This is an optimization exercise on Yosys and OpenROAD, whose aim is small area, a short achievable clock period and few clock cycles per item, not a production implementation. The RTL was checked by simulation tests, not by an equivalence proof against the original design. Power and IR drop assume default switching activity.

==> design.v <==
package sqb_pkg;
  localparam int TEXTURE_SLOTS    = 32;
  localparam int VERTEX_CAPACITY  = 262144;
  localparam int INDICES_PER_QUAD = 6;
  localparam int SLOT_W           = 6;
  localparam int IDX_W            = $clog2(TEXTURE_SLOTS);
  localparam int ICOUNT_W         = 19;
  localparam int CUT_INDEX        = (VERTEX_CAPACITY / 4) * INDICES_PER_QUAD;
  localparam int CMP_STEP         = 3;
  localparam int N_CMP            = (TEXTURE_SLOTS + CMP_STEP - 1) / CMP_STEP;
  localparam int WR_STEP          = 4;
  localparam logic MODE_END = 1'b1;
endpackage
import sqb_pkg::*;
module sqb_cell
(
  input  logic [31:0] entry,
  input  logic [31:0] query,
  input  logic        en,
  output logic        match_lo,
  output logic        match_hi
);
  assign match_lo = en && (entry[15:0] == query[15:0]);
  assign match_hi = (entry[31:16] == query[31:16]);
endmodule
import sqb_pkg::*;
module sqb_tex_table
(
  input  logic              clk,
  input  logic              rst,
  input  logic [31:0]       tex,        
  input  logic              in_valid,
  input  logic              accept,     
  input  logic              is_end,     
  input  logic              cap,        
  output logic              done,       
  output logic              done_next,  
  output logic [SLOT_W-1:0] slot,       
  output logic              full_cut    
);
  logic [31:0]        ring [TEXTURE_SLOTS];
  logic [4:0]         rot;
  logic [5:0]         cnt;              
  logic [5:0]         total;            
  logic [5:0]         new_slot;         
  logic               full;             
  logic               empty;            
  logic               pend_v;
  logic [31:0]        pend;             
  logic [1:0]         lk_n;             
  logic               acc_hit;
  logic [SLOT_W-1:0]  acc_slot;
  logic [N_CMP-1:0]   m_lo;
  logic [N_CMP-1:0]   m_hi;
  logic [N_CMP-1:0]   m_lo_r;
  logic [N_CMP-1:0]   m_hi_r;
  logic [N_CMP-1:0]   m_r;
  logic               m_p;
  logic               mp_r;
  logic               cmp_v;            
  logic [SLOT_W-1:0]  slot_k [N_CMP];   
  logic               hit_r;
  logic [SLOT_W-1:0]  slot_r;
  for (genvar k = 0; k < N_CMP; k++) begin : g_cmp
    logic [4:0] addr;
    assign addr = 5'(CMP_STEP * k) + rot;
    assign slot_k[k] = {addr == 5'd0, addr};
    sqb_cell u_cell (
      .entry (ring[CMP_STEP * k]),
      .query (tex),
      .en       ({1'b0, addr} < cnt),
      .match_lo (m_lo[k]),
      .match_hi (m_hi[k])
    );
  end
  assign m_p = pend_v && (pend == tex);
  assign m_r = m_lo_r & m_hi_r;
  always_comb begin
    slot_r = mp_r ? total : '0;         
    for (int k = 0; k < N_CMP; k++) begin
      slot_r = slot_r | (m_r[k] ? slot_k[k] : '0);
    end
  end
  assign hit_r = cmp_v && ((|m_r) || mp_r);
  logic [4:0]         wpos;             
  logic [TEXTURE_SLOTS-1:0] wr;
  logic               drain;
  assign wpos = cnt[4:0] - rot - 5'd1;
  always_comb begin
    wr = '0;
    for (int p = 0; p < TEXTURE_SLOTS; p += WR_STEP) begin
      wr[p] = pend_v && (wpos == 5'(p));
    end
  end
  assign drain = |wr;
  for (genvar p = 0; p < TEXTURE_SLOTS; p++) begin : g_ring
    always_ff @(posedge clk) begin
      if (wr[p]) begin
        ring[p] <= pend;
      end else begin
        ring[p] <= ring[(p + 1) % TEXTURE_SLOTS];
      end
    end
  end
  logic               tex_zero;
  logic               f_hit;
  logic               miss;
  logic               clear;
  logic [5:0]         total_nx;
  logic [1:0]         lk_nx;
  assign tex_zero = (tex == 32'd0);
  assign done     = empty || (lk_n == 2'(CMP_STEP));
  assign f_hit    = (acc_hit || hit_r) && !cap;
  assign miss     = !tex_zero && !f_hit;
  assign full_cut = !cap && miss && full;
  assign clear    = accept && (is_end || cap || full_cut);
  always_comb begin
    if (tex_zero) begin
      slot = '0;
    end else if (f_hit) begin
      slot = hit_r ? slot_r : acc_slot;
    end else if (cap || full) begin
      slot = 6'd1;
    end else begin
      slot = new_slot;
    end
  end
  logic               grow;             
  logic               refill;           
  logic               empty_nx;
  logic               full_nx;
  logic [5:0]         new_slot_nx;
  assign grow   = accept && miss;
  assign refill = !is_end && miss;
  always_comb begin
    if (clear) begin
      total_nx    = {5'd0, refill};
      new_slot_nx = refill ? 6'd2 : 6'd1;
      empty_nx    = !refill;
      full_nx     = 1'b0;
    end else if (grow) begin
      total_nx    = new_slot;
      new_slot_nx = new_slot + 6'd1;
      empty_nx    = 1'b0;
      full_nx     = (total == 6'(TEXTURE_SLOTS - 1));
    end else begin
      total_nx    = total;
      new_slot_nx = new_slot;
      empty_nx    = empty;
      full_nx     = full;
    end
    if (accept || !in_valid) begin
      lk_nx = '0;
    end else if (lk_n != 2'(CMP_STEP)) begin
      lk_nx = lk_n + 2'd1;
    end else begin
      lk_nx = lk_n;
    end
  end
  assign done_next = empty_nx || (lk_nx == 2'(CMP_STEP));
  always_ff @(posedge clk) begin
    if (!pend_v || drain) begin
      pend <= tex;
    end
    m_lo_r <= m_lo;
    m_hi_r <= m_hi;
    mp_r <= m_p;
    if (rst) begin
      rot      <= '0;
      cnt      <= '0;
      total    <= '0;
      new_slot <= 6'd1;
      full     <= 1'b0;
      empty    <= 1'b1;
      pend_v   <= 1'b0;
      lk_n     <= '0;
      acc_hit  <= 1'b0;
      acc_slot <= '0;
      cmp_v    <= 1'b0;
    end else begin
      cmp_v    <= in_valid && !accept;
      rot      <= rot + 5'd1;
      lk_n     <= lk_nx;
      total    <= total_nx;
      new_slot <= new_slot_nx;
      full     <= full_nx;
      empty    <= empty_nx;
      if (accept || !in_valid) begin
        acc_hit <= 1'b0;
      end else if (hit_r) begin
        acc_hit  <= 1'b1;
        acc_slot <= slot_r;
      end
      if (clear) begin
        cnt    <= '0;
        pend_v <= !is_end && miss;
      end else begin
        cnt    <= cnt + {5'd0, drain};
        pend_v <= (pend_v && !drain) || grow;
      end
    end
  end
endmodule
import sqb_pkg::*;
module sprite_quad_batcher
(
  input  logic                clk,
  input  logic                rst,
  input  logic                in_valid,
  output logic                in_stall,
  input  logic                mode,
  input  logic signed [31:0]  pos_x,
  input  logic signed [31:0]  pos_y,
  input  logic signed [31:0]  pos_z,
  input  logic signed [31:0]  quad_width,
  input  logic signed [31:0]  quad_height,
  input  logic [31:0]         rgba_color,
  input  logic [31:0]         uv_corner0,
  input  logic [31:0]         uv_corner1,
  input  logic [31:0]         uv_corner2,
  input  logic [31:0]         uv_corner3,
  input  logic [31:0]         texture_name,
  output logic                out_valid,
  input  logic                out_stall,
  output logic signed [31:0]  vert_x,
  output logic signed [31:0]  vert_y,
  output logic signed [31:0]  vert_z,
  output logic [31:0]         vert_color,
  output logic [15:0]         vert_u,
  output logic [15:0]         vert_v,
  output logic [sqb_pkg::SLOT_W-1:0]   tex_slot,
  output logic                batch_cut,
  output logic [sqb_pkg::ICOUNT_W-1:0] batch_index_count,
  output logic                end_marker,
  output logic                last_of_item
);
  logic [ICOUNT_W-1:0] index_count;
  logic                r_valid;
  logic [1:0]          vtx;
  logic signed [31:0]  o_x;             
  logic signed [31:0]  o_y;             
  logic signed [31:0]  o_z;
  logic [31:0]         o_color;
  logic [31:0]         o_uv;
  logic [SLOT_W-1:0]   o_slot;
  logic                o_cut;
  logic [ICOUNT_W-1:0] o_count;
  logic                o_end;
  logic                o_last;
  logic signed [31:0]  x_w;             
  logic signed [31:0]  y_alt;           
  logic                x_c;             
  logic                y_c;
  logic [1:0]          x_gp;            
  logic [1:0]          y_gp;
  logic                fresh;           
  logic [31:0]         uv1;
  logic [31:0]         uv2;
  logic [31:0]         uv3;
  logic                is_end;
  logic                cap_cut;
  logic                lk_done;
  logic                lk_done_nx;
  logic                ok_free;         
  logic                ok_last;         
  logic                r_valid_nx;
  logic                o_last_nx;
  logic [SLOT_W-1:0]   tab_slot;
  logic                tab_cut;
  logic                cut_now;
  logic                accept;
  logic                out_take;
  function automatic logic [16:0] add_lo(input logic [15:0] a,
                                         input logic [15:0] b);
    add_lo = {1'b0, a} + {1'b0, b};
  endfunction
  function automatic logic [31:0] add_hi_sat(input logic [15:0] a_hi,
                                             input logic [15:0] b_hi,
                                             input logic        c,
                                             input logic [15:0] s_lo,
                                             input logic        g,
                                             input logic        p);
    logic [15:0] s_hi;
    logic        c31;
    s_hi = a_hi + b_hi + {15'd0, c};
    c31  = g || (p && c);
    if ((a_hi[15] == b_hi[15]) && (c31 != a_hi[15])) begin
      add_hi_sat = a_hi[15] ? 32'h8000_0000 : 32'h7FFF_FFFF;
    end else begin
      add_hi_sat = {s_hi, s_lo};
    end
  endfunction
  function automatic logic [1:0] gp_hi(input logic [31:0] a,
                                       input logic [31:0] b);
    logic [15:0] s;
    s = {1'b0, a[30:16]} + {1'b0, b[30:16]};
    gp_hi = {s[15], &(a[30:16] ^ b[30:16])};
  endfunction
  logic [16:0]         x_lo;
  logic [16:0]         y_lo;
  logic [31:0]         x1c;
  logic [31:0]         y1c;
  assign x_lo = add_lo(pos_x[15:0], quad_width[15:0]);
  assign y_lo = add_lo(pos_y[15:0], quad_height[15:0]);
  assign x1c  = add_hi_sat(o_x[31:16], x_w[31:16], x_c, x_w[15:0], x_gp[1], x_gp[0]);
  assign y1c  = add_hi_sat(o_y[31:16], y_alt[31:16], y_c, y_alt[15:0], y_gp[1], y_gp[0]);
  assign is_end    = (mode == MODE_END);
  assign cap_cut   = !is_end && index_count[18] && index_count[17];    
  assign cut_now   = cap_cut || tab_cut;
  assign in_stall  = !(ok_free || (ok_last && !out_stall));
  assign accept    = in_valid && !in_stall && !rst;
  assign out_valid = r_valid;
  assign out_take  = r_valid && !out_stall;
  sqb_tex_table u_table (
    .clk      (clk),
    .rst      (rst),
    .tex      (texture_name),
    .in_valid (in_valid),
    .accept   (accept),
    .is_end   (is_end),
    .cap      (cap_cut),
    .done     (lk_done),
    .done_next(lk_done_nx),
    .slot     (tab_slot),
    .full_cut (tab_cut)
  );
  always_comb begin
    r_valid_nx = r_valid;
    o_last_nx  = o_last;
    if (accept) begin
      r_valid_nx = 1'b1;
      o_last_nx  = is_end;
    end else if (out_take) begin
      r_valid_nx = !o_last;
      o_last_nx  = (vtx == 2'd2);
    end
  end
  always_ff @(posedge clk) begin
    if (rst) begin
      r_valid     <= 1'b0;
      ok_free     <= 1'b1;
      ok_last     <= 1'b0;
      fresh       <= 1'b0;
      index_count <= '0;
      vtx         <= '0;
    end else begin
      r_valid <= r_valid_nx;
      ok_free <= lk_done_nx && !r_valid_nx;
      ok_last <= lk_done_nx && r_valid_nx && o_last_nx;
      fresh   <= accept && !is_end;
      if (accept) begin
        vtx     <= '0;
        if (is_end) begin
          index_count <= '0;
        end else begin
          index_count <= cut_now ? ICOUNT_W'(INDICES_PER_QUAD) : index_count + ICOUNT_W'(INDICES_PER_QUAD);
        end
      end else if (out_take) begin
        vtx <= vtx + 2'd1;
      end
    end
  end
  always_ff @(posedge clk) begin
    o_last <= o_last_nx;
    if (accept) begin
      o_x     <= is_end ? '0 : pos_x;
      o_y     <= is_end ? '0 : pos_y;
      o_z     <= is_end ? '0 : pos_z;
      o_color <= is_end ? '0 : rgba_color;
      o_uv    <= is_end ? '0 : uv_corner0;
      o_slot  <= is_end ? '0 : tab_slot;
      o_cut   <= !is_end && cut_now;
      o_count <= (is_end || cut_now) ? index_count : '0;
      o_end   <= is_end;
      x_w     <= {quad_width[31:16], x_lo[15:0]};
      x_c     <= x_lo[16];
      x_gp    <= gp_hi(pos_x, quad_width);
      y_alt   <= {quad_height[31:16], y_lo[15:0]};
      y_c     <= y_lo[16];
      y_gp    <= gp_hi(pos_y, quad_height);
      uv1     <= uv_corner1;
      uv2     <= uv_corner2;
      uv3     <= uv_corner3;
    end else begin
      if (fresh) begin
        x_w <= x1c;
      end
      if (out_take) begin
        o_uv    <= uv1;
        uv1     <= uv2;
        uv2     <= uv3;
        o_cut   <= 1'b0;
        o_count <= '0;
        if (vtx == 2'd1) begin
          o_x <= x_w;
        end
      end
      if (fresh) begin
        if (out_take) begin
          o_y   <= y1c;
          y_alt <= o_y;
        end else begin
          y_alt <= y1c;
        end
      end else if (out_take && !vtx[0]) begin
        o_y   <= y_alt;
        y_alt <= o_y;
      end
    end
  end
  assign vert_x            = o_x;
  assign vert_y            = o_y;
  assign vert_z            = o_z;
  assign vert_color        = o_color;
  assign vert_u            = o_uv[31:16];
  assign vert_v            = o_uv[15:0];
  assign tex_slot          = o_slot;
  assign batch_cut         = o_cut;
  assign batch_index_count = o_count;
  assign end_marker        = o_end;
  assign last_of_item      = o_last;
endmodule
==> flow/run.sh <==
#!/bin/bash
# The standard layout (the standard.sh: ORFS synthesis through finish),
# with changes to how the resizer and the clock tree work:
#  - port buffers are sky130_fd_sc_hd__buf_1 instead of the cell buffer_ports
#    picks by default (a delay cell); the resizer sizes them afterwards;
#  - gate sizing may swap cells of other footprints (MATCH_CELL_FOOTPRINT=0);
#  - clock tree synthesis inserts no dummy loads and clusters up to 14
#    registers within 60 um per leaf buffer.
# Every port still gets its buffer. The make output goes to flow_make.log.
set -euo pipefail
bash standard.sh \
  "BUFFER_PORTS_ARGS=-buffer_cell sky130_fd_sc_hd__buf_1" \
  MATCH_CELL_FOOTPRINT=0 \
  "CTS_ARGS=-sink_clustering_enable -repair_clock_nets -dont_use_dummy_load -buf_list sky130_fd_sc_hd__clkbuf_8 -sink_clustering_size 14 -sink_clustering_max_diameter 60" \
  finish > flow_make.log 2>&1
==> standard.sh <==
#!/bin/bash
# synth_recipe.tcl (not shown) runs the flow's synth.tcl, then flattens the netlist and writes it again
# the make line also repeats each setting of config.mk as NAME=value (left out here)
make -C /OpenROAD-flow-scripts/flow DESIGN_CONFIG=/design/flow/config.mk WORK_HOME=/design/flow/orfs CLKGATE_MAP_FILE= SYNTH_SCRIPT=/design/flow/synth_recipe.tcl "${@:-finish}"
==> config.mk <==
export PLATFORM = sky130hd
export DESIGN_NAME = sprite_quad_batcher
export DESIGN_NICKNAME = sprite_quad_batcher
export VERILOG_FILES = /design/flow/design.v
export SDC_FILE = /design/flow/constraint.sdc
export NUM_CORES = 4
export LEC_CHECK = 0
export CAP_MARGIN = 20
export CORE_MARGIN = 2
export CORE_UTILIZATION = 60
export CTS_BUF_LIST = sky130_fd_sc_hd__clkbuf_8
export SETUP_SLACK_MARGIN = 3.3
export SLEW_MARGIN = 20
==> constraint.sdc <==
create_clock -name core_clock -period 6.0 [get_ports {clk}]
set_input_delay 1.2000 -clock core_clock [delete_from_list [all_inputs] [get_ports {clk}]]
set_output_delay 1.2000 -clock core_clock [all_outputs]
set_load 0.01 [all_outputs]
==> metrics.md, run 1 <==
| Metric | Value |
|---|---|
| PwrDens | `312.6 nW/um^2` |
| R2R cell count | `13` |
| Critical setup path kind | `input port to flop` |
| Layout cells sized above 1 | `15.92%` |
| CP max-delay cell | `a2111o_1` |
| Clock sink count | `1,492` |
| Antenna violations before repair | `9` |
| Sw Ratio | `26.17%` |
| Critical Path Sink Type | `flop` |
| DRT iter0 DRCs | `2,793` |
| Rel. slew slack | `23.19%` |
| First-pass GRT wire length | `203,700 um` |
| Distinct cells, synth | `69` |
| Clk latency of the worst-skew pair | `0.78 ns` |
| Clock skew | `0.06660 ns` |
| Clk buf depth | `3` |
| CP top delay family | `compound AO/OA/AOI/OAI gates` |
| Setup slack, reg-to-reg | `3.16 ns` |
| Routed WL | `143,100 um` |
| Setup TNS | `0 ns` |
| Critical Path Source Type | `input port` |
| Worst Hold Slack | `0.3031 ns` |
| Vias in the first global route | `31,670` |
| GRT Overall Usage | `30.75%` |
| Hpwl dp | `96,700 um` |
| Worst VDD drop | `240.2 uV` |
| Crit-path max cell delay | `0.42 ns` |
| Ordered list of cells on the worst path | `buf_8, ha_4, a21o_1, a21oi_2, o21ai_2, a2111o_1, a32oi_4, buf_6, nand2_4, a21oi_4, xor2_2, o21ai_1` |
| Routability congestion estimate | `0.9187` |
| RR Startpoint | `o_y[16]` |
| Vias/cell | `5.536` |
| Full die area | `88,740 sq um` |
| Port Buf Inserts | `545` |
| Drt drc | `0` |
| Synthesis-stage register bit count | `1,492` |
| CTS tree | `done` |
| Period Utilization, post-route | `48.14%` |
| Leakage | `23.21 nW` |
| Hold/Removal Path Class | `flop to flop` |
| Unrepaired setup endpoints after global routing | `true` |
| Maximum clock frequency | `346.2 MHz` |
| Die width | `297.9 um` |
| Final setup vio count | `0` |
| Clock buffer count from CTS | `119` |
| Clock slew at reported path FFs | `0.09 ns` |
| Combinational share of power | `13.8%` |
| CTS root buf | `clkbuf_8` |
| P&R area growth vs syn | `14.50%` |
| Worst setup margin | `3.111 ns` |
| Most used DFF post-synth | `dfxtp_1` |
| Clock power frac | `25.7%` |
| Syn Nets | `4,730` |
| Seq pwr share | `60.5%` |
| Worst Path Required | `6.50 ns` |
| CP endpoint | `y_alt[11]` |
| Mapped Cells | `4,215` |
| Pin count of the biggest net entering global routing | `121` |
| Register area share after synthesis | `65.06%` |
| Run status | `complete, no violations` |
| Pre-CTS setup slack | `1.334 ns` |
| Mean Syn Cell Area | `12.29 sq um` |
| Final max-slew violation count | `0` |
| Int Pwr | `13.69 mW` |
| Reg2Reg Capture Point | `o_y[30]` |
| Total global routing overflow | `0` |
| # rows | `107` |
| Hold Crit Start | `u_table.ring[28][30]` |
| Psw | `4.854 mW` |
| Routed wire per std cell | `23.81 um` |
| Die height | `297.9 um` |
| Initial Utilization | `60.67%` |
| Min Clock Period, post-route | `2.889 ns` |
| Slew @ Worst Pin | `1.142 ns` |
| H-tree depth | `3` |
| I/O pin count | `547` |
| Crit. path cell count | `12` |
| First-pass DRT Iterations | `8` |
| Fin nets | `5,373` |
| Antenna Nets Post-Route | `0` |
| CP arrival | `3.39 ns` |
| Hold Fails Final Rpt | `0` |
| CP max FO | `3` |
| Synthesized area | `51,820 sq um` |
| Vias | `33,270` |
| Area of the core | `85,410 sq um` |
| MaxCap Viol Count | `0` |
| Worst path bufs/invs | `2` |
| YS warnings | `6` |
| Async set-or-reset flop fraction in the synthesized netlist | `0%` |
| Number of synthesized flops with an enable pin | `384` |
| CP startpoint | `quad_height[1]` |
## worst min path at each step
stage	to	depth (start not counted)
2_1_floorplan	u_table.ring[10][0]	0
3_3_place_gp	u_table.ring[19][7]	0
3_5_place_dp	u_table.ring[18][4]	0
4_1_cts	u_table.ring[27][30]	0
5_1_grt	u_table.ring[3][29]	0
6_report	u_table.ring[27][30]	0
## metrics by stage
step / instances / total power [mW] / instance area [sq um] / utilization (%)
after global routing: 6007 / 19.25 / 59330 / 69.46
after floorplan: 4215 / 12.89 / 52470 / -
after detailed placement: 5735 / 13.68 / 55260 / 64.69
after CTS: 5953 / 18.49 / 58310 / 68.27
after global placement: 5735 / 13.65 / 55260 / 64.69
final: 6009 / 18.55 / 59330 / 69.47
## Yosys cell counts, types with 8 or more instances
master	number	area, sq um
a211oi_1	13	97.59
a21o_1	26	195.2
a21oi_1	164	820.8
a22oi_1	10	75.07
a31oi_1	17	106.4
and2_1	23	143.9
and3_1	15	93.84
buf_1	74	277.8
clkbuf_1	140	525.5
dfxtp_1	1108	22180
edfxtp_1	384	11530
fa_1	8	160.2
ha_1	150	1877
inv_1	72	270.3
mux2_2	256	2883
mux2i_1	15	150.1
nand2_1	437	1640
nand2b_1	19	118.9
nand3_1	63	315.3
nand4_1	78	488.0
nor2_1	170	638.1
nor2b_1	78	488.0
nor3_1	27	135.1
nor4_1	72	450.4
o211ai_1	11	82.58
o21ai_0	178	890.9
o31ai_1	9	67.56
or3_1	17	106.4
xnor2_1	249	2181
xor2_1	224	1962
## layout by cell type, fill, tap and decap left out, types with 11 or more instances in the layout
master / Yosys / routed
dfxtp_1: 1108 / 1102
buf_1: 74 / 528
nand2_1: 437 / 416
edfxtp_1: 384 / 384
mux2_2: 256 / 245
xnor2_1: 249 / 241
xor2_1: 224 / 219
nor2_1: 170 / 165
buf_4: 2 / 151
o21ai_0: 178 / 149
a21oi_1: 164 / 144
ha_1: 150 / 138
clkbuf_8: 0 / 119
nand4_1: 78 / 78
nor2b_1: 78 / 73
nor4_1: 72 / 64
nand3_1: 63 / 60
inv_1: 72 / 56
a21o_1: 26 / 26
nor3_1: 27 / 25
o21ai_1: 6 / 24
and2_1: 23 / 23
buf_6: 4 / 19
a21oi_2: 2 / 18
nand2b_1: 19 / 18
a31oi_1: 17 / 15
and3_1: 15 / 15
or3_1: 17 / 15
mux2i_1: 15 / 15
buf_12: 0 / 14
nand2_2: 0 / 12
o211ai_1: 11 / 11
mux2_4: 0 / 11
## routing by layer
layer  global-route usage, %  wire length [um]  vias up
met5                       0                 0        -
met4                   9.464              4544        0
met3                   4.040              9593      227
met2                   48.75             65840     1211
met1                   44.23             63090    16190
li1                        -                 -    15640
## cell families (layout without fill, tap and decap cells)
group,after synthesis,in the layout,synth area share (%)
adders and majority gates,158,158,3.931
DFF,1492,1492,65.06
buffers and inverters,300,936,2.260
and+or+nand+nor,1015,1019,9.158
muxes,271,271,5.853
AOI/OAI and AO/OA,505,506,5.742
xor gates and xnor gates,473,473,7.994
other,1,10,0.007236
## worst reg2reg max path: stages, from the launching register on
cell and delay [ns]:
edfxtp_1 0.42, inv_2 0.08, fa_2 0.21, inv_2 0.04, fa_2 0.34, a21o_1 0.20, a21oi_4 0.20, o21ai_2 0.10
a311oi_2 0.26, nor3_2 0.10, a31o_2 0.26, xor2_1 0.13, nand2_1 0.11, a211oi_2 0.22
## flip-flops by register name, indices dropped and copies added, names as in the netlist, 11 cells and up
| register | flops |
|---|---|
| u_table.m_lo_r | 11 |
| o_count | 18 |
| o_x | 32 |
| x_w | 32 |
| o_y | 32 |
| uv1 | 32 |
| o_uv | 32 |
| u_table.ring | 1024 |
| o_color | 32 |
| u_table.pend | 32 |
| uv3 | 32 |
| o_z | 32 |
| index_count | 18 |
| u_table.m_hi_r | 11 |
| y_alt | 32 |
| uv2 | 32 |
## layout make-up
| class | instances | area (sq um) |
|---|---|---|
| Tap cell | 1144 | 1431 |
| Multi-Input combinational cell | 2428 | 18030 |
| Antenna cell | 9 | 22.52 |
| Sequential cell | 1492 | 33730 |
| Inverter | 74 | 349.1 |
| Timing Repair inverter | 1 | 11.26 |
| Clock buffer | 119 | 1638 |
| Timing Repair Buffer | 742 | 4120 |
| Fill cell | 6440 | 26080 |
## repair_timing
item | CTS | global route
buffers inserted | 89 | 39
setup endpoints to repair | 871 | 370
cloned | 10 | 8
hold buffers | 0 | 0
pin swaps | 56 | 53
gates resized for setup | 165 | 117
## power groups by stage
stage | Clock, mW | Combinational [mW] | Sequential [mW]
floorplan | 0 | 1.52 | 11.4
global placement | 0 | 2.19 | 11.5
detailed placement | 0 | 2.22 | 11.5
CTS | 4.86 | 2.41 | 11.2
global route | 5.19 | 2.78 | 11.3
finish | 4.76 | 2.56 | 11.2
Testbench counts, summed over its fixed seeds: cycles 47,560, items 12,000.
==> inputs of run 2 (changes only) <==
--- a/config.mk
+++ b/config.mk
@@ -10,4 +10,4 @@
 export CORE_UTILIZATION = 60
 export CTS_BUF_LIST = sky130_fd_sc_hd__clkbuf_8
-export SETUP_SLACK_MARGIN = 3.3
+export SETUP_SLACK_MARGIN = 3.2
 export SLEW_MARGIN = 20
==> run 2 against run 1 <==
Power decreased by 0.25%; count of clock-buffer cells in the layout up 2; first-iteration DRC count down 5.4%; combinational power shrank 4%; worst hold slack better by 0.00068 ns; core utilization fell by 0.96 points; critical path depth rose by 3; highest routed layer is now met5; clock power up 0.8%; register-to-register slack worse by 0.13 ns.
==> metrics.md, run 2 <==
| Metric | Value |
|---|---|
| Run status | `complete, no violations` |
| Mean Syn Cell Area | `12.29 sq um (unchanged)` |
| Maximum clock frequency | `337.1 MHz (-2.6%)` |
| R2R cell count | `15 (+2)` |
| Number of synthesized flops with an enable pin | `384 (unchanged)` |
| Clock power frac | `25.9% (+0.2 points)` |
| CTS tree | `done` |
| Final max-slew violation count | `0 (unchanged)` |
| First-pass DRT Iterations | `5 (-3)` |
| Routed wire per std cell | `23.47 um (-1.4%)` |
| Worst path bufs/invs | `4 (+2)` |
| Initial Utilization | `60.67% (unchanged)` |
| Unrepaired setup endpoints after global routing | `true` |
| Routed WL | `139,700 um (-2.4%)` |
| Min Clock Period, post-route | `2.967 ns (+0.07838 ns)` |
| Hold depth | `0 (unchanged)` |
| Clock skew | `0.04592 ns (-0.02068 ns)` |
| Rel. slew slack | `21.87% (-1.3 points)` |
| Power Total | `18.50 mW (-0.25%)` |
| CP max-delay cell | `edfxtp_1` |
| Combinational share of power | `13.4% (-0.4 points)` |
| Sw Ratio | `26.10% (-0.069 points)` |
| Pin count of the biggest net entering global routing | `134 (+11%)` |
| Critical setup path kind | `flop to flop` |
| Layout cells sized above 1 | `14.56% (-1.4 points)` |
| Routability congestion estimate | `0.9359 (+1.9%)` |
| Psw | `4.829 mW (-0.51%)` |
| Worst VDD drop | `274.2 uV (+14%)` |
| Vias | `32,810 (-1.4%)` |
| Async set-or-reset flop fraction in the synthesized netlist | `0% (unchanged)` |
| Ordered list of cells on the worst path | `inv_2, fa_2, inv_2, fa_2, a21o_1, a21oi_2, buf_4, buf_4, o21ai_0, a21oi_1, xnor2_1, a21oi_1, nor2_1, a21oi_1, o21ai_0` |
| Post-synth top area cell | `dfxtp_1` |
| CTS root buf | `clkbuf_8` |
| PwrDens | `316.2 nW/um^2 (+1.1%)` |
| Area of the core | `85,410 sq um (unchanged)` |
| Reg with most FFs | `u_table.ring` |
| First-pass GRT wire length | `201,400 um (-1.1%)` |
| H-tree depth | `3 (unchanged)` |
| Reg2Reg Capture Point | `y_alt[22]` |
| # fillers | `6,673 (+3.6%)` |
| Register area share after synthesis | `65.06% (unchanged)` |
| Mapped Cells | `4,215 (unchanged)` |
| MaxCap Viol Count | `0 (unchanged)` |
| Critical Path Sink Type | `flop` |
| Critical Path Source Type | `flop` |
| Clk buf depth | `3 (unchanged)` |
| Antenna Nets Post-Route | `0 (unchanged)` |
| Setup TNS | `0 ns (unchanged)` |
| Drt drc | `0 (unchanged)` |
| Commonest cells in the netlist | `dfxtp_1, nand2_1, edfxtp_1` |
| Crit-path max cell delay | `0.42 ns (about the same)` |
| Vias in the first global route | `31,180 (-1.6%)` |
| Most used DFF post-synth | `dfxtp_1` |
| Synthesis-stage register bit count | `1,492 (unchanged)` |
| Antenna violations before repair | `10 (+1)` |
| Clk latency of the worst-skew pair | `0.78 ns (about the same)` |
| Port Buf Inserts | `545 (unchanged)` |
| Vias/cell | `5.515 (-0.38%)` |
| CP top delay family | `compound AO/OA/AOI/OAI gates` |
| Final setup vio count | `0 (unchanged)` |
| CP max FO | `2 (-1)` |
| Hpwl dp | `95,970 um (-0.76%)` |
| Full die area | `88,740 sq um (unchanged)` |
| DRT iter0 DRCs | `2,641 (-5.4%)` |
| Slew @ Worst Pin | `1.161 ns (+0.01962 ns)` |
| WHS Endpoint | `u_table.ring[19][10]` |
| Leakage | `22.82 nW (-1.7%)` |
| Period Utilization, post-route | `49.45% (+1.3 points)` |
| Die width | `297.9 um (unchanged)` |
| Synthesized area | `51,820 sq um (unchanged)` |
| FF/Latch Area | `33,730 sq um (about the same)` |
| I/O pin count | `547 (unchanged)` |
| Hold Crit Start | `u_table.ring[20][10]` |
| RR Startpoint | `y_c` |
| Hold Fails Final Rpt | `0 (unchanged)` |
| Total global routing overflow | `0 (unchanged)` |
| Setup slack, reg-to-reg | `3.03 ns (-0.13 ns)` |
| CP arrival | `3.46 ns (+0.07 ns)` |
| Clock sink count | `1,492 (unchanged)` |
| YS warnings | `6 (unchanged)` |
| Die height | `297.9 um (unchanged)` |
| Worst Path Required | `6.50 ns (about the same)` |
| Most numerous cell in the Yosys netlist | `dfxtp_1` |
| Clock slew at reported path FFs | `0.08 ns (about the same)` |
| GRT Overall Usage | `30.39% (-0.36 points)` |
| Most frequent cells in the layout | `dfxtp_1, buf_1, nand2_1` |
| Int Pwr | `13.67 mW (-0.15%)` |
| Most common cell on crit path | `a21oi_1` |
| Commonest non-fill, non-tap cell in the layout | `dfxtp_1` |
| Synth top area cells | `dfxtp_1, edfxtp_1, mux2_2` |
| Syn Nets | `4,730 (unchanged)` |
| Fin nets | `5,317 (-1.0%)` |
| P&R area growth vs syn | `12.92%` |
| Max reg flops | `1,024 (unchanged)` |
| Hold/Removal Path Class | `flop to flop` |
| # rows | `107 (unchanged)` |
| Area of the multi-input gates | `17,860 sq um (-0.96%)` |
| Clock buffer count from CTS | `121 (+1.7%)` |
| Seq pwr share | `60.7% (+0.2 points)` |
| Share of Yosys cell area claimed by the top area cell type | `42.80% (unchanged)` |
| Distinct cells, synth | `69 (unchanged)` |
run 2: changes by cell type in the layout (fill, tap and decap cells not counted), moves of 7 or more:
cell and change:
mux2_2 +11, o21ai_0 +7, o21ai_1 -7, buf_4 -40, a21oi_1 +9, mux2_4 -11
run 2: cells by family (layout without fill, tap and decap cells):
family | count (synthesis) | count (layout) | share of synthesized area, %
AOI/OAI and AO/OA | 505 | 506 | 5.742
xor gates and xnor gates | 473 | 473 | 7.994
buffers and inverters | 300 | 880 | 2.260
muxes | 271 | 271 | 5.853
other | 1 | 7 | 0.007236
DFF | 1492 | 1492 | 65.06
and+or+nand+nor | 1015 | 1019 | 9.158
adders and majority gates | 158 | 158 | 3.931
run 2: through the flow:
| stage | setup WS, ns | cells | area [sq um] | util (%) | hold slack (ns) |
|---|---|---|---|---|---|
| 2_1_floorplan | 2.724 | 4215 | 52240 | - | 0.3096 |
| 3_3_place_gp | 1.603 | 5734 | 55180 | 64.60 | 0.3096 |
| 3_5_place_dp | 1.520 | 5734 | 55180 | 64.60 | 0.3121 |
| 4_1_cts | 3.081 | 5903 | 57740 | 67.60 | 0.2949 |
| 5_1_grt | 2.934 | 5949 | 58510 | 68.51 | 0.3010 |
| 6_report | 3.033 | 5950 | 58520 | 68.51 | 0.3037 |
run 2: layout make-up:
| cell class | instances | area share [%] |
|---|---|---|
| antenna | 6 | 0.02566 |
| sequential | 1492 | 57.64 |
| multi-input combinational | 2428 | 30.52 |
| timing repair buffer | 685 | 5.942 |
| tap | 1144 | 2.446 |
| inverter | 74 | 0.5752 |
| clock buffer | 121 | 2.846 |
run 2: worst max-delay path by stage:
stage                     startpoint         to  slack [ns]  cells after the start
final                            y_c  y_alt[22]        3.03                     15
after global routing             y_c  y_alt[22]        2.93                     15
after CTS                    o_y[16]  y_alt[30]        3.08                     13
after detailed placement   out_stall    o_y[24]        1.52                      9
after global placement     out_stall    o_y[20]        1.60                      9
after floorplan             pos_x[1]    x_w[15]        2.72                     10
run 2: power by group through the flow:
stage                     logic (mW)  clock network (mW)  registers, mW
after floorplan                 1.50                   0           11.4
after global placement          2.20                   0           11.4
after detailed placement        2.22                   0           11.5
after CTS                       2.33                4.88           11.2
after global routing            2.70                5.25           11.3
final                           2.47                4.80           11.2
run 2: repair_timing:
action | in CTS | in global routing
gates cloned | 9 | 3
pin swaps | 26 | 67
buffers inserted | 39 | 38
resized for setup | 111 | 116
hold buffers | 0 | 0
setup endpoints to repair | 732 | 539
run 2: routing by layer:
layer	global-route usage, %	wire length [um]
met5	0	50
met1	43.43	61700
met3	3.887	8704
met4	7.382	3024
met2	49.47	66180
==> inputs of run 3 (changes only) <==
--- a/config.mk
+++ b/config.mk
@@ -10,4 +10,4 @@
 export CORE_UTILIZATION = 60
 export CTS_BUF_LIST = sky130_fd_sc_hd__clkbuf_8
-export SETUP_SLACK_MARGIN = 3.2
+export SETUP_SLACK_MARGIN = 3.4
 export SLEW_MARGIN = 20
==> run 3 against run 2 <==
Still clean; critical path depth is 3 lower; first-iteration DRC count up 22%; via count rose by 3.7%; power grew 1.5%; synthesized cell count stayed put; non-clock buffer count grew 111; routed wire length up 6.0%; setup slack improved by 0.13 ns; core utilization rose by 2.6 points; design area increased by 3.8%; critical endpoint is now x_w[13]; largest power group unchanged.
==> metrics.md, run 3 <==
| Metric | Value |
|---|---|
| Run status | `complete, no violations` |
| Max reg flops | `1,024 (unchanged)` |
| Vias in the first global route | `32,000 (+2.6%)` |
| Synth top area cells | `dfxtp_1, edfxtp_1, mux2_2` |
| First-pass GRT wire length | `208,000 um (+3.3%)` |
| P&R area growth vs syn | `17.16%` |
| Routed WL | `148,000 um (+6.0%)` |
| CTS root buf | `clkbuf_8` |
| DRT iter0 DRCs | `3,215 (+22%)` |
| Async set-or-reset flop fraction in the synthesized netlist | `0% (unchanged)` |
| Die width | `297.9 um (unchanged)` |
| Distinct cells, synth | `69 (unchanged)` |
| Initial Utilization | `60.67% (unchanged)` |
| # fillers | `6,209 (-7.0%)` |
| Full die area | `88,740 sq um (unchanged)` |
| Hpwl dp | `95,820 um (-0.15%)` |
| CTS tree | `done` |
| Worst VDD drop | `277.1 uV (+1.1%)` |
| Ordered list of cells on the worst path | `buf_8, ha_4, a21o_1, a21o_1, a2111oi_4, o21ai_2, nor4_4, buf_4, o31ai_1, a21oi_1, xor2_1, o21ai_0` |
| First-pass DRT Iterations | `6 (+1)` |
| Combinational share of power | `14.6% (+1.2 points)` |
| Int Pwr | `13.83 mW (+1.1%)` |
| Vias | `34,040 (+3.7%)` |
| Seq pwr share | `59.7% (-1.0 points)` |
| Drt drc | `0 (unchanged)` |
| Most numerous cell in the Yosys netlist | `dfxtp_1` |
| Fin nets | `5,435 (+2.2%)` |
| Antenna violations before repair | `6 (-4)` |
| CP top delay family | `compound AO/OA/AOI/OAI gates` |
| Psw | `4.952 mW (+2.5%)` |
| Min Clock Period, post-route | `2.841 ns (-0.1254 ns)` |
| Syn Nets | `4,730 (unchanged)` |
| Area of the core | `85,410 sq um (unchanged)` |
| Share of Yosys cell area claimed by the top area cell type | `42.80% (unchanged)` |
| Clock sink count | `1,492 (unchanged)` |
| Routed wire per std cell | `24.40 um (+3.9%)` |
| I/O pin count | `547 (unchanged)` |
| Clock buffer count from CTS | `121 (unchanged)` |
| Clock power frac | `25.7% (-0.2 points)` |
| Unrepaired setup endpoints after global routing | `true` |
| Clock skew | `0.1238 ns (+0.07788 ns)` |
| CP max-delay cell | `a2111oi_4` |
| Hold/Removal Path Class | `flop to flop` |
| Setup TNS | `0 ns (unchanged)` |
| Register area share after synthesis | `65.06% (unchanged)` |
| Worst setup margin | `3.159 ns (+0.1254 ns)` |
| Die height | `297.9 um (unchanged)` |
| Post-synth top area cell | `dfxtp_1` |
| Total global routing overflow | `0 (unchanged)` |
| Commonest cells in the netlist | `dfxtp_1, nand2_1, edfxtp_1` |
| Critical Path Sink Type | `flop` |
| Most frequent cells in the layout | `dfxtp_1, buf_1, nand2_1` |
| Worst path bufs/invs | `2 (-2)` |
| CP max FO | `2 (unchanged)` |
| Synthesized area | `51,820 sq um (unchanged)` |
| YS warnings | `6 (unchanged)` |
| Final core utilization | `71.08% (+2.6 points)` |
| Clk latency of the worst-skew pair | `0.81 ns (+0.03 ns)` |
| Reg with most FFs | `u_table.ring` |
| CP arrival | `3.30 ns (-0.16 ns)` |
| Mapped Cells | `4,215 (unchanged)` |
| Pin count of the biggest net entering global routing | `110 (-18%)` |
| Mean Syn Cell Area | `12.29 sq um (unchanged)` |
| PwrDens | `309.3 nW/um^2 (-2.2%)` |
| Slew @ Worst Pin | `1.125 ns (-0.03641 ns)` |
| Sw Ratio | `26.37% (+0.26 points)` |
| Crit-path max cell delay | `0.39 ns (-0.03 ns)` |
| Clk buf depth | `3 (unchanged)` |
| Critical Path Source Type | `input port` |
| Critical setup path kind | `input port to flop` |
| Maximum clock frequency | `351.9 MHz (+4.4%)` |
| Vias/cell | `5.610 (+1.7%)` |
| Most used DFF post-synth | `dfxtp_1` |
| Hold Fails Final Rpt | `0 (unchanged)` |
| Worst Path Required | `6.45 ns (-0.05 ns)` |
| Leakage | `23.87 nW (+4.6%)` |
| Routability congestion estimate | `0.9407 (+0.51%)` |
| Synthesis-stage register bit count | `1,492 (unchanged)` |
| Layout cells sized above 1 | `19.05% (+4.5 points)` |
| Final max-slew violation count | `0 (unchanged)` |
| Antenna Nets Post-Route | `0 (unchanged)` |
| H-tree depth | `3 (unchanged)` |
| MaxCap Viol Count | `0 (unchanged)` |
| Period Utilization, post-route | `47.36% (-2.1 points)` |
| Number of synthesized flops with an enable pin | `384 (unchanged)` |
| Pre-CTS setup slack | `1.309 ns (-0.2105 ns)` |
| # rows | `107 (unchanged)` |
| Commonest non-fill, non-tap cell in the layout | `dfxtp_1` |
| Final setup vio count | `0 (unchanged)` |
| Most common cell on crit path | `a21o_1` |
| Clock slew at reported path FFs | `0.10 ns (+0.02 ns)` |
| Rel. slew slack | `24.60% (+2.7 points)` |
| Port Buf Inserts | `545 (unchanged)` |
| GRT Overall Usage | `31.27% (+0.88 points)` |
[run 3: cell types whose count changed in the layout (fill, tap and decap cells not counted), sizes merged, moves of 2 or more]
cell      before  now
clkinvlp       4    6
clkbuf       133  186
nand2        440  442
buf          673  731
or2            7   10
[run 3: layout make-up]
type / count / area (sq um) / share of cell area (%)
diodes: 5 / 12.51 / 0.02061
clock buffers: 121 / 1665 / 2.743
inverters: 74 / 340.3 / 0.5605
multi-input cells: 2433 / 18580 / 30.60
flip-flops and latches: 1492 / 33730 / 55.56
well taps: 1144 / 1431 / 2.357
repair buffers: 796 / 4940 / 8.136
repair inverters: 2 / 13.76 / 0.02267
[run 3: kinds of logic (layout without fill, tap and decap cells)]
family                   Yosys count  count (layout)  synth area share, %
XOR/XNOR                         473             473                7.994
buffers and inverters            300             993                2.260
other                              1               6             0.007236
flip-flops                      1492            1492                65.06
adder cells (fa/ha/maj)          158             158                3.931
AND/OR/NAND/NOR                 1015            1024                9.158
multiplexers                     271             271                5.853
AO/OA/AOI/OAI                    505             506                5.742
[run 3: what timing repair did]
action / in CTS / in global routing
cloned: 18 / 18
pin swaps: 83 / 94
hold buffers: 0 / 0
setup buffers: 110 / 62
gates resized for setup: 281 / 173
setup endpoints to repair: 976 / 412
[run 3: routing by layer]
layer / global-route usage [%] / part of all wire [%] / vias up
met5: 0 / 0 / -
met3: 4.558 / 7.1 / 239
met2: 50.53 / 47 / 1404
li1: - / - / 15760
met4: 8.339 / 2.8 / 0
met1: 44.36 / 43 / 16640
[run 3: per-stage QoR]
step | std cells | total power, mW | hold WS (ns) | cell area, sq um
finish | 6067 | 18.78 | 0.2648 | 60720
global route | 6065 | 19.49 | 0.2692 | 60710
CTS | 5982 | 18.63 | 0.2468 | 59010
detailed placement | 5733 | 13.69 | 0.3121 | 55260
global placement | 5732 | 13.65 | 0.3095 | 55240
floorplan | 4215 | 12.90 | 0.3096 | 52450
[run 3: path summary, 6_finish.rpt]
| kind | start | endpoint | slack, ns | cells after the start |
|---|---|---|---|---|
| setup reg to reg | o_y[16] | o_y[30] | 3.17 | 13 |
| setup / recovery | quad_width[1] | x_w[13] | 3.16 | 12 |
| hold reg to reg | u_table.ring[11][20] | u_table.ring[10][20] | 0.26 | 0 |
| hold / removal | u_table.ring[11][20] | u_table.ring[10][20] | 0.26 | 0 |
[run 3: power groups by stage]
stage / sequential, mW / clock [mW] / combinational [mW]
final: 11.2 / 4.82 / 2.74
after global routing: 11.3 / 5.26 / 2.97
after CTS: 11.2 / 4.89 / 2.54
after detailed placement: 11.5 / 0 / 2.23
after global placement: 11.4 / 0 / 2.21
after floorplan: 11.4 / 0 / 1.53
[run 3: worst reg2reg max path: stages, from the launching register on]
cell	delay [ns]
edfxtp_1	0.44
inv_2	0.08
fa_2	0.20
inv_2	0.04
fa_2	0.36
a21o_1	0.21
a21oi_4	0.20
o21ai_4	0.09
a311oi_2	0.24
nor3_2	0.09
a31o_2	0.21
xor2_1	0.14
nand2_1	0.11
a211oi_2	0.20
==> inputs of run 4 (changes only) <==
==> flow/run.sh (replaced) <==
#!/bin/bash
# The standard layout (the standard.sh: ORFS synthesis through finish),
# with changes to how the resizer and the clock tree work:
#  - port buffers are sky130_fd_sc_hd__buf_1 instead of the cell buffer_ports
#    picks by default (a delay cell); the resizer sizes them afterwards;
#  - gate sizing may swap cells of other footprints (MATCH_CELL_FOOTPRINT=0);
#  - clock tree synthesis inserts no dummy loads and clusters up to 18
#    registers within 55 um per leaf buffer.
# Every port still gets its buffer. The make output goes to flow_make.log.
set -euo pipefail
bash standard.sh \
  "BUFFER_PORTS_ARGS=-buffer_cell sky130_fd_sc_hd__buf_1" \
  MATCH_CELL_FOOTPRINT=0 \
  "CTS_ARGS=-sink_clustering_enable -repair_clock_nets -dont_use_dummy_load -buf_list sky130_fd_sc_hd__clkbuf_8 -sink_clustering_size 18 -sink_clustering_max_diameter 55" \
  finish > flow_make.log 2>&1
--- a/config.mk
+++ b/config.mk
@@ -10,4 +10,4 @@
 export CORE_UTILIZATION = 60
 export CTS_BUF_LIST = sky130_fd_sc_hd__clkbuf_8
-export SETUP_SLACK_MARGIN = 3.4
+export SETUP_SLACK_MARGIN = 3.3
 export SLEW_MARGIN = 20
==> run 4 against run 3 <==
Sequential share of layout area grew 1.1 points; highest routed layer unchanged; synthesized area is the same; clock skew shrank 0.0085 ns; largest cell class unchanged; setup slack lost 0.075 ns; synthesized cell count is the same; die area is the same; power shrank 2.3%.
==> metrics.md, run 4 <==
| Metric | Value |
|---|---|
| PwrDens | `308.4 nW/um^2 (-0.27%)` |
| Critical setup path kind | `flop to flop` |
| Area of the multi-input gates | `18,160 sq um (-2.2%)` |
| MaxCap Viol Count | `0 (unchanged)` |
| Slew @ Worst Pin | `1.081 ns (-0.04363 ns)` |
| Clock power frac | `24.8% (-0.9 points)` |
| Vias/cell | `5.550 (-1.1%)` |
| Ordered list of cells on the worst path | `inv_2, fa_2, inv_2, fa_2, a21o_1, a21oi_4, o21ai_2, a311oi_2, nor3_2, a31o_2, xor2_1, nand2_1, a211oi_2` |
| Die height | `297.9 um (unchanged)` |
| WHS Endpoint | `u_table.ring[6][5]` |
| Antenna Nets Post-Route | `0 (unchanged)` |
| First-pass GRT wire length | `203,700 um (-2.0%)` |
| Final setup vio count | `0 (unchanged)` |
| Combinational share of power | `14.0% (-0.6 points)` |
| Post-CTS Hold Buffers | `0 (unchanged)` |
| Worst setup margin | `3.084 ns (-0.07480 ns)` |
| Clock buffer count from CTS | `108 (-11%)` |
| Met2 global-route usage | `49.25% (-1.3 points)` |
| CP max FO | `3 (+1)` |
| Syn Nets | `4,730 (unchanged)` |
| Mapped Cells | `4,215 (unchanged)` |
| Routed WL | `143,200 um (-3.2%)` |
| Fin nets | `5,373 (-1.1%)` |
| Distinct cells, synth | `69 (unchanged)` |
| Worst Hold Slack | `0.3025 ns (+0.03772 ns)` |
| RR Startpoint | `o_y[16]` |
| R2R cell count | `13 (unchanged)` |
| Rel. slew slack | `27.25% (+2.7 points)` |
| # rows | `107 (unchanged)` |
| Drt drc | `0 (unchanged)` |
| Pre-CTS setup slack | `1.334 ns (+0.02464 ns)` |
| Clk buf depth | `3 (unchanged)` |
| Full die area | `88,740 sq um (unchanged)` |
| Commonest cells in the netlist | `dfxtp_1, nand2_1, edfxtp_1` |
| GRT Overall Usage | `30.70% (-0.57 points)` |
| H-tree depth | `3 (unchanged)` |
| YS warnings | `6 (unchanged)` |
| Psw | `4.799 mW (-3.1%)` |
| Commonest non-fill, non-tap cell in the layout | `dfxtp_1` |
| Reg with most FFs | `u_table.ring` |
| Crit-path max cell delay | `0.42 ns (+0.03 ns)` |
| CTS root buf | `clkbuf_8` |
| First-pass DRT Iterations | `5 (-1)` |
| Most used DFF post-synth | `dfxtp_1` |
| Period Utilization, post-route | `48.60% (+1.2 points)` |
| Post-synth top area cell | `dfxtp_1` |
| GRT busiest layer | `met2` |
| Area of the core | `85,410 sq um (unchanged)` |
| Most frequent cells in the layout | `dfxtp_1, buf_1, nand2_1` |
| Final max-slew violation count | `0 (unchanged)` |
| Mean Syn Cell Area | `12.29 sq um (unchanged)` |
| Initial Utilization | `60.67% (unchanged)` |
| Register area share after synthesis | `65.06% (unchanged)` |
| Async set-or-reset flop fraction in the synthesized netlist | `0% (unchanged)` |
| Synth top area cells | `dfxtp_1, edfxtp_1, mux2_2` |
| CP max-delay cell | `edfxtp_1` |
| Setup slack, reg-to-reg | `3.08 ns (-0.09 ns)` |
| Worst VDD drop | `255.8 uV (-7.7%)` |
| Clk latency of the worst-skew pair | `0.79 ns (-0.02 ns)` |
| Reg2Reg Capture Point | `o_y[30]` |
| Routed wire per std cell | `23.85 um (-2.3%)` |
| Vias | `33,330 (-2.1%)` |
| Min Clock Period, post-route | `2.916 ns (+0.07480 ns)` |
| P&R area growth vs syn | `14.78%` |
| Number of synthesized flops with an enable pin | `384 (unchanged)` |
| Hold/Removal Path Class | `flop to flop` |
| Worst path bufs/invs | `2 (unchanged)` |
| Synthesis-stage register bit count | `1,492 (unchanged)` |
| Share of Yosys cell area claimed by the top area cell type | `42.80% (unchanged)` |
| Layout cells sized above 1 | `16.29% (-2.8 points)` |
| Critical Path Source Type | `flop` |
| Int Pwr | `13.55 mW (-2.0%)` |
| Setup TNS | `0 ns (unchanged)` |
| Die width | `297.9 um (unchanged)` |
| Met3 usage | `3.522% (-1.0 points)` |
| Antenna violations before repair | `8 (+2)` |
| Clock skew | `0.1153 ns (-0.008461 ns)` |
| CTS tree | `done` |
| Hpwl dp | `96,700 um (+0.91%)` |
| Critical Path Sink Type | `flop` |
| Most numerous cell in the Yosys netlist | `dfxtp_1` |
| Synthesized area | `51,820 sq um (unchanged)` |
| Port Buf Inserts | `545 (unchanged)` |
| Routability congestion estimate | `0.9187 (-2.3%)` |
| Hold Crit Start | `u_table.ring[7][5]` |
| DRT iter0 DRCs | `2,907 (-9.6%)` |
| Vias in the first global route | `31,820 (-0.56%)` |
| Clock slew at reported path FFs | `0.09 ns (about the same)` |
| Max reg flops | `1,024 (unchanged)` |
| Run status | `complete, no violations` |
| Unrepaired setup endpoints after global routing | `true` |
| CP arrival | `3.44 ns (+0.14 ns)` |
| CP top delay family | `compound AO/OA/AOI/OAI gates` |
| Worst Path Required | `6.52 ns (+0.07 ns)` |
| Leakage | `23.25 nW (-2.6%)` |
| Maximum clock frequency | `342.9 MHz (-2.6%)` |
| Clock sink count | `1,492 (unchanged)` |
| Seq pwr share | `61.2% (+1.5 points)` |
| I/O pin count | `547 (unchanged)` |
| Pin count of the biggest net entering global routing | `122 (+11%)` |
| # fillers | `6,433 (+3.6%)` |
| Met1 Use GR | `44.29% (-0.069 points)` |
| Sw Ratio | `26.16% (-0.21 points)` |
| Total global routing overflow | `0 (unchanged)` |
| Hold depth | `0 (unchanged)` |
| Hold Fails Final Rpt | `0 (unchanged)` |
| FF/Latch Area | `33,730 sq um (about the same)` |
==> run 4: logic make-up after synthesis <==
logic type,count (synthesis),synth area share [%]
XOR/XNOR,473,7.994
flip-flops,1492,65.06
AND/OR/NAND/NOR,1015,9.158
AO/OA/AOI/OAI,505,5.742
multiplexers,271,5.853
buffers and inverters,300,2.260
adder cells (fa/ha/maj),158,3.931
other,1,0.007236
==> run 4: layout make-up <==
class / count / share of cell area, %
flip-flops and latches: 1492 / 56.71
clock buffers: 108 / 2.499
repair buffers: 752 / 7.200
well taps: 1144 / 2.406
multi-input cells: 2428 / 30.54
diodes: 6 / 0.02524
repair inverters: 2 / 0.03786
inverters: 74 / 0.5869
==> run 4: how the worst max path moves through the flow <==
stage	from	to	slack (ns)	depth (start not counted)
finish	o_y[16]	o_y[30]	3.08	13
global route	o_y[16]	o_y[30]	2.95	13
CTS	o_y[16]	o_y[30]	3.10	13
detailed placement	out_stall	o_y[21]	1.33	8
global placement	out_stall	o_y[20]	1.39	8
floorplan	out_stall	o_y[0]	2.73	8
==> run 4: per-layer routing <==
| metal | part of all wire [%] | wire length [um] |
|---|---|---|
| met1 | 44 | 63140 |
| met2 | 47 | 66680 |
| met3 | 6.4 | 9151 |
| met5 | 0 | 0 |
| met4 | 3.0 | 4241 |
==> run 4: stage by stage <==
step	std cells	total power, mW	util [%]	instance area, sq um
2_1_floorplan	4215	12.89	-	52470
3_3_place_gp	5735	13.65	64.69	55260
3_5_place_dp	5735	13.68	64.69	55260
4_1_cts	5954	18.27	68.38	58410
5_1_grt	6004	19.04	69.63	59480
6_report	6006	18.35	69.64	59480
==> run 4: what timing repair did <==
action	CTS	global route
resized for setup	185	116
buffers inserted	100	36
pin swaps	62	67
gates cloned	11	10
endpoints found under the setup margin	873	318
==> run 4: power by group through the flow <==
| stage | registers, mW | logic [mW] | clock network [mW] |
|---|---|---|---|
| floorplan | 11.4 | 1.52 | 0 |
| CTS | 11.2 | 2.43 | 4.61 |
| finish | 11.2 | 2.58 | 4.54 |
| global placement | 11.5 | 2.19 | 0 |
| detailed placement | 11.5 | 2.22 | 0 |
| global route | 11.3 | 2.80 | 4.97 |
==> inputs of run 5 (changes only) <==
--- a/design.v
+++ b/design.v
@@ -271,4 +271,5 @@
   logic                accept;
   logic                out_take;
+  logic                step;
   function automatic logic [16:0] add_lo(input logic [15:0] a,
                                          input logic [15:0] b);
@@ -368,8 +369,5 @@
       o_z     <= is_end ? '0 : pos_z;
       o_color <= is_end ? '0 : rgba_color;
-      o_uv    <= is_end ? '0 : uv_corner0;
       o_slot  <= is_end ? '0 : tab_slot;
-      o_cut   <= !is_end && cut_now;
-      o_count <= (is_end || cut_now) ? index_count : '0;
       o_end   <= is_end;
       x_w     <= {quad_width[31:16], x_lo[15:0]};
@@ -379,6 +377,4 @@
       y_c     <= y_lo[16];
       y_gp    <= gp_hi(pos_y, quad_height);
-      uv1     <= uv_corner1;
-      uv2     <= uv_corner2;
       uv3     <= uv_corner3;
     end else begin
@@ -387,9 +383,4 @@
       end
       if (out_take) begin
-        o_uv    <= uv1;
-        uv1     <= uv2;
-        uv2     <= uv3;
-        o_cut   <= 1'b0;
-        o_count <= '0;
         if (vtx == 2'd1) begin
           o_x <= x_w;
@@ -409,4 +400,14 @@
     end
   end
+  assign step = !(r_valid && out_stall);
+  always_ff @(posedge clk) begin
+    if (step) begin
+      o_uv    <= accept ? (is_end ? '0 : uv_corner0) : uv1;
+      uv1     <= accept ? uv_corner1 : uv2;
+      uv2     <= accept ? uv_corner2 : uv3;
+      o_cut   <= accept && !is_end && cut_now;
+      o_count <= (accept && (is_end || cut_now)) ? index_count : '0;
+    end
+  end
   assign vert_x            = o_x;
   assign vert_y            = o_y;
==> flow/run.sh (replaced) <==
#!/bin/bash
# The standard layout (the standard.sh: ORFS synthesis through finish),
# with changes to how the resizer and the clock tree work:
#  - port buffers are sky130_fd_sc_hd__buf_1 instead of the cell buffer_ports
#    picks by default (a delay cell); the resizer sizes them afterwards;
#  - gate sizing may swap cells of other footprints (MATCH_CELL_FOOTPRINT=0);
#  - clock tree synthesis inserts no dummy loads.
# Every port still gets its buffer. The make output goes to flow_make.log.
set -euo pipefail
bash standard.sh \
  "BUFFER_PORTS_ARGS=-buffer_cell sky130_fd_sc_hd__buf_1" \
  MATCH_CELL_FOOTPRINT=0 \
  "CTS_ARGS=-sink_clustering_enable -repair_clock_nets -dont_use_dummy_load -buf_list sky130_fd_sc_hd__clkbuf_8" \
  finish > flow_make.log 2>&1
==> run 5 against run 4 <==
Largest power group unchanged; global-route usage rose by 1.2 points; via count increased by 3.2%; critical path type is now flop to output port; sequential share of layout area shrank 1.7 points; flip-flop and latch count is the same; design area increased by 3.1%; setup slack improved by 0.020 ns; clock power rose by 45%; still clean on timing, DRC and antenna; die area grew 0.75%.
==> metrics.md, run 5 <==
| Metric | Value |
|---|---|
| First-pass GRT wire length | `211,700 um (+3.9%)` |
| CP arrival | `1.70 ns (-1.74 ns)` |
| Synthesized area | `52,220 sq um (+0.76%)` |
| Share of Yosys cell area claimed by the top area cell type | `42.48% (-0.32 points)` |
| Max reg flops | `1,024 (unchanged)` |
| Synth Area in Simple Gates | `9.316% (+0.16 points)` |
| Setup TNS | `0 ns (unchanged)` |
| Area of the core | `86,480 sq um (+1.3%)` |
| Port Buf Inserts | `545 (unchanged)` |
| I/O pin count | `547 (unchanged)` |
| Routed WL | `149,300 um (+4.3%)` |
| CP startpoint | `o_z[24]` |
| Placed Area | `55,550 sq um (+0.53%)` |
| Most used DFF post-synth | `dfxtp_1` |
| Commonest cells in the netlist | `dfxtp_1, nand2_1, edfxtp_1` |
| Post-CTS Hold Buffers | `0 (unchanged)` |
| MaxCap Viol Count | `0 (unchanged)` |
| Hpwl dp | `98,680 um (+2.0%)` |
| Vias | `34,410 (+3.2%)` |
| Fin nets | `5,494 (+2.3%)` |
| Pin count of the biggest net entering global routing | `116 (-4.9%)` |
| Worst VDD drop | `258.5 uV (+1.0%)` |
| Distinct cells, synth | `76 (+10%)` |
| Synth Area in XOR/XNOR | `7.783% (-0.21 points)` |
| Critical Path Source Type | `flop` |
| Clock sink count | `1,492 (unchanged)` |
| Slew @ Worst Pin | `1.021 ns (-0.06070 ns)` |
| Routability congestion estimate | `0.9225 (+0.41%)` |
| H-tree depth | `4 (+1)` |
| Min Clock Period, post-route | `2.896 ns (-0.02031 ns)` |
| Worst Path Required | `4.80 ns (-1.72 ns)` |
| Post-synth top area cell | `dfxtp_1` |
| Vias in the first global route | `32,850 (+3.3%)` |
| CTS root buf | `clkbuf_8` |
| Drt drc | `0 (unchanged)` |
| Mapped Cells | `4,235 (+0.47%)` |
| Antenna violations before repair | `11 (+3)` |
| Clock slew at reported path FFs | `0.06 ns (-0.03 ns)` |
| Antenna Nets Post-Route | `0 (unchanged)` |
| Clock skew | `0.1210 ns (+0.005637 ns)` |
| Critical Path Sink Type | `output port` |
| Adder-Cell Fraction of Synth Area | `3.901% (-0.030 points)` |
| Clk latency of the worst-skew pair | `0.91 ns (+0.12 ns)` |
| First-pass DRT Iterations | `6 (+1)` |
| # rows | `108 (+0.93%)` |
| Worst Hold Slack | `0.2333 ns (-0.06925 ns)` |
| Placed cell count | `5,764 (+0.51%)` |
| Period Utilization, post-route | `48.27% (-0.34 points)` |
| GRT Overall Usage | `31.93% (+1.2 points)` |
| Clk buf depth | `3 (unchanged)` |
| Number of synthesized flops with an enable pin | `384 (unchanged)` |
| Critical setup path kind | `flop to output port` |
| CP max FO | `2 (-1)` |
| Ordered list of cells on the worst path | `buf_1` |
| Most numerous cell in the Yosys netlist | `dfxtp_1` |
| Die height | `299.0 um (+0.38%)` |
| Largest family of logic cells by synthesized area | `simple AND/OR/NAND/NOR gates` |
| Synthesis-stage register bit count | `1,492 (unchanged)` |
| P&R area growth vs syn | `17.46%` |
| Hold/Removal Path Class | `flop to flop` |
| Clock buffer count from CTS | `218 (+100%)` |
| CTS tree | `done` |
| Run status | `complete, no violations` |
| RR Startpoint | `u_table.rot[0]` |
| Syn Nets | `4,750 (+0.42%)` |
| Crit-path max cell delay | `0.65 ns (+0.23 ns)` |
| Total global routing overflow | `0 (unchanged)` |
| Final setup vio count | `0 (unchanged)` |
| Hold Crit Start | `u_table.ring[23][7]` |
| Full die area | `89,400 sq um (+0.75%)` |
| Hold Fails Final Rpt | `0 (unchanged)` |
| YS warnings | `6 (unchanged)` |
| DRT iter0 DRCs | `2,963 (+1.9%)` |
| Most frequent cells in the layout | `dfxtp_1, buf_1, nand2_1` |
| Die width | `299.0 um (+0.38%)` |
| Final instance area | `61,330 sq um (+3.1%)` |
| Mux contribution to synthesized area | `5.904% (+0.052 points)` |
| PwrDens | `335.7 nW/um^2 (+8.8%)` |
| Unrepaired setup endpoints after global routing | `true` |
| Layout cells sized above 1 | `18.22% (+1.9 points)` |
| Rel. slew slack | `31.97% (+4.7 points)` |
| Routed wire per std cell | `24.34 um (+2.1%)` |
| Worst path bufs/invs | `1 (-1)` |
| Mean Syn Cell Area | `12.33 sq um (+0.29%)` |
| Initial Utilization | `60.38% (-0.29 points)` |
| Commonest non-fill, non-tap cell in the layout | `dfxtp_1` |
| Reg with most FFs | `u_table.ring` |
| Register area share after synthesis | `64.56% (-0.49 points)` |
| Fin cells | `6,136 (+2.2%)` |
| Synth top area cells | `dfxtp_1, edfxtp_1, mux2_2` |
| Leakage | `24.29 nW (+4.5%)` |
| CP top delay family | `flip-flops` |
| CP max-delay cell | `edfxtp_1` |
| Async set-or-reset flop fraction in the synthesized netlist | `0% (unchanged)` |
| Final max-slew violation count | `0 (unchanged)` |
| Vias/cell | `5.607 (+1.0%)` |
| Post-synthesis compound-gate area fraction | `6.218% (+0.48 points)` |
| Maximum clock frequency | `345.3 MHz (+0.70%)` |
[run 5: repair_timing]
action                                  CTS  global route
endpoints found under the setup margin  654           419
gates cloned                             12            11
buffers inserted                         85            42
resized for setup                       164           138
pin swaps                                44            45
hold endpoints to repair                  0             0
[run 5: power by group]
part	internal (mW)	switching [mW]	total, mW
combinational	1.06	1.61	2.67
sequential	11.0	0.331	11.3
clock	3.18	3.40	6.58
[run 5: final timing paths]
path	endpoint	slack (ns)	depth (start not counted)
setup / recovery	vert_z[24]	3.10	1
hold / removal	u_table.ring[22][7]	0.23	0
setup reg to reg	u_table.ring[0][22]	3.19	13
hold reg to reg	u_table.ring[22][7]	0.23	0
[run 5: final cells by class]
class / instances / area, sq um
antenna: 4 / 10.01
clock buffer: 218 / 3000
fill: 6362 / 25150
inverter: 74 / 326.6
multi-input combinational: 2450 / 18560
sequential: 1492 / 33730
tap: 1155 / 1445
timing repair buffer: 741 / 4243
timing repair inverter: 2 / 17.52
[run 5: cells by family (layout without fill, tap and decap cells)]
family          after synthesis  in the layout
xor+xnor                    464            464
flops                      1492           1492
other cells                   1              5
simple gates               1004           1011
buf+inv                     301           1035
fa+ha+maj                   158            158
compound gates              539            540
mux                         276            276
[run 5: through the flow]
stage               utilization [%]  worst slack [ns]  power [mW]
global placement              64.23             1.504       13.81
detailed placement            64.23             1.450       13.84
global route                  70.91             3.099       21.35
floorplan                         -             2.898       12.99
finish                        70.92             3.104       20.59
CTS                           69.56             3.085       20.48
[run 5: routing by layer]
metal | share of wire, % | global-route usage [%] | vias up
met2 | 46 | 49.85 | 1374
met4 | 3.1 | 10.76 | 8
li1 | - | - | 15970
met5 | 0.042 | 0 | -
met1 | 44 | 45.07 | 16800
met3 | 7.1 | 5.954 | 255
Testbench counts of run 5, summed over its fixed seeds: cycles 47,560, items 12,000.

separate check: timing with driven ports:
Ports are ideal in the flow. The routed layouts listed here were re-timed in OpenROAD.
Step 1: set_driving_cell puts a clkbuf_16 on clk and a buf_2 on each other input, an assumption about the parent block.
Step 2 adds t to the input delays and takes it off the output delays; t is the mean of the earliest and latest rising clock arrival at the registers after step 1. Input paths then give back, and output paths get back, about the clock's delay inside the block.
Slacks: ideal / step 1 / step 2; pairs: ideal / step 1.
| run | t, ns | setup slack, ns | worst setup path after step 2 |
|---|---|---|---|
| run 1 | 0.804 | 3.111 / 3.057 / 2.321 | input to register |
| run 2 | 0.814 | 3.033 / 3.009 / 2.332 | input to register |
| run 3 | 0.808 | 3.159 / 3.012 / 2.366 | input to register |
| run 4 | 0.801 | 3.084 / 3.043 / 2.325 | input to register |
| run 5 | 0.910 | 3.104 / 3.040 / 2.417 | input to register |
After both steps every run listed still meets setup and hold. The setup slack of run 3, which loses most, moves by -0.147 ns with the drivers and by -0.793 ns with both steps.
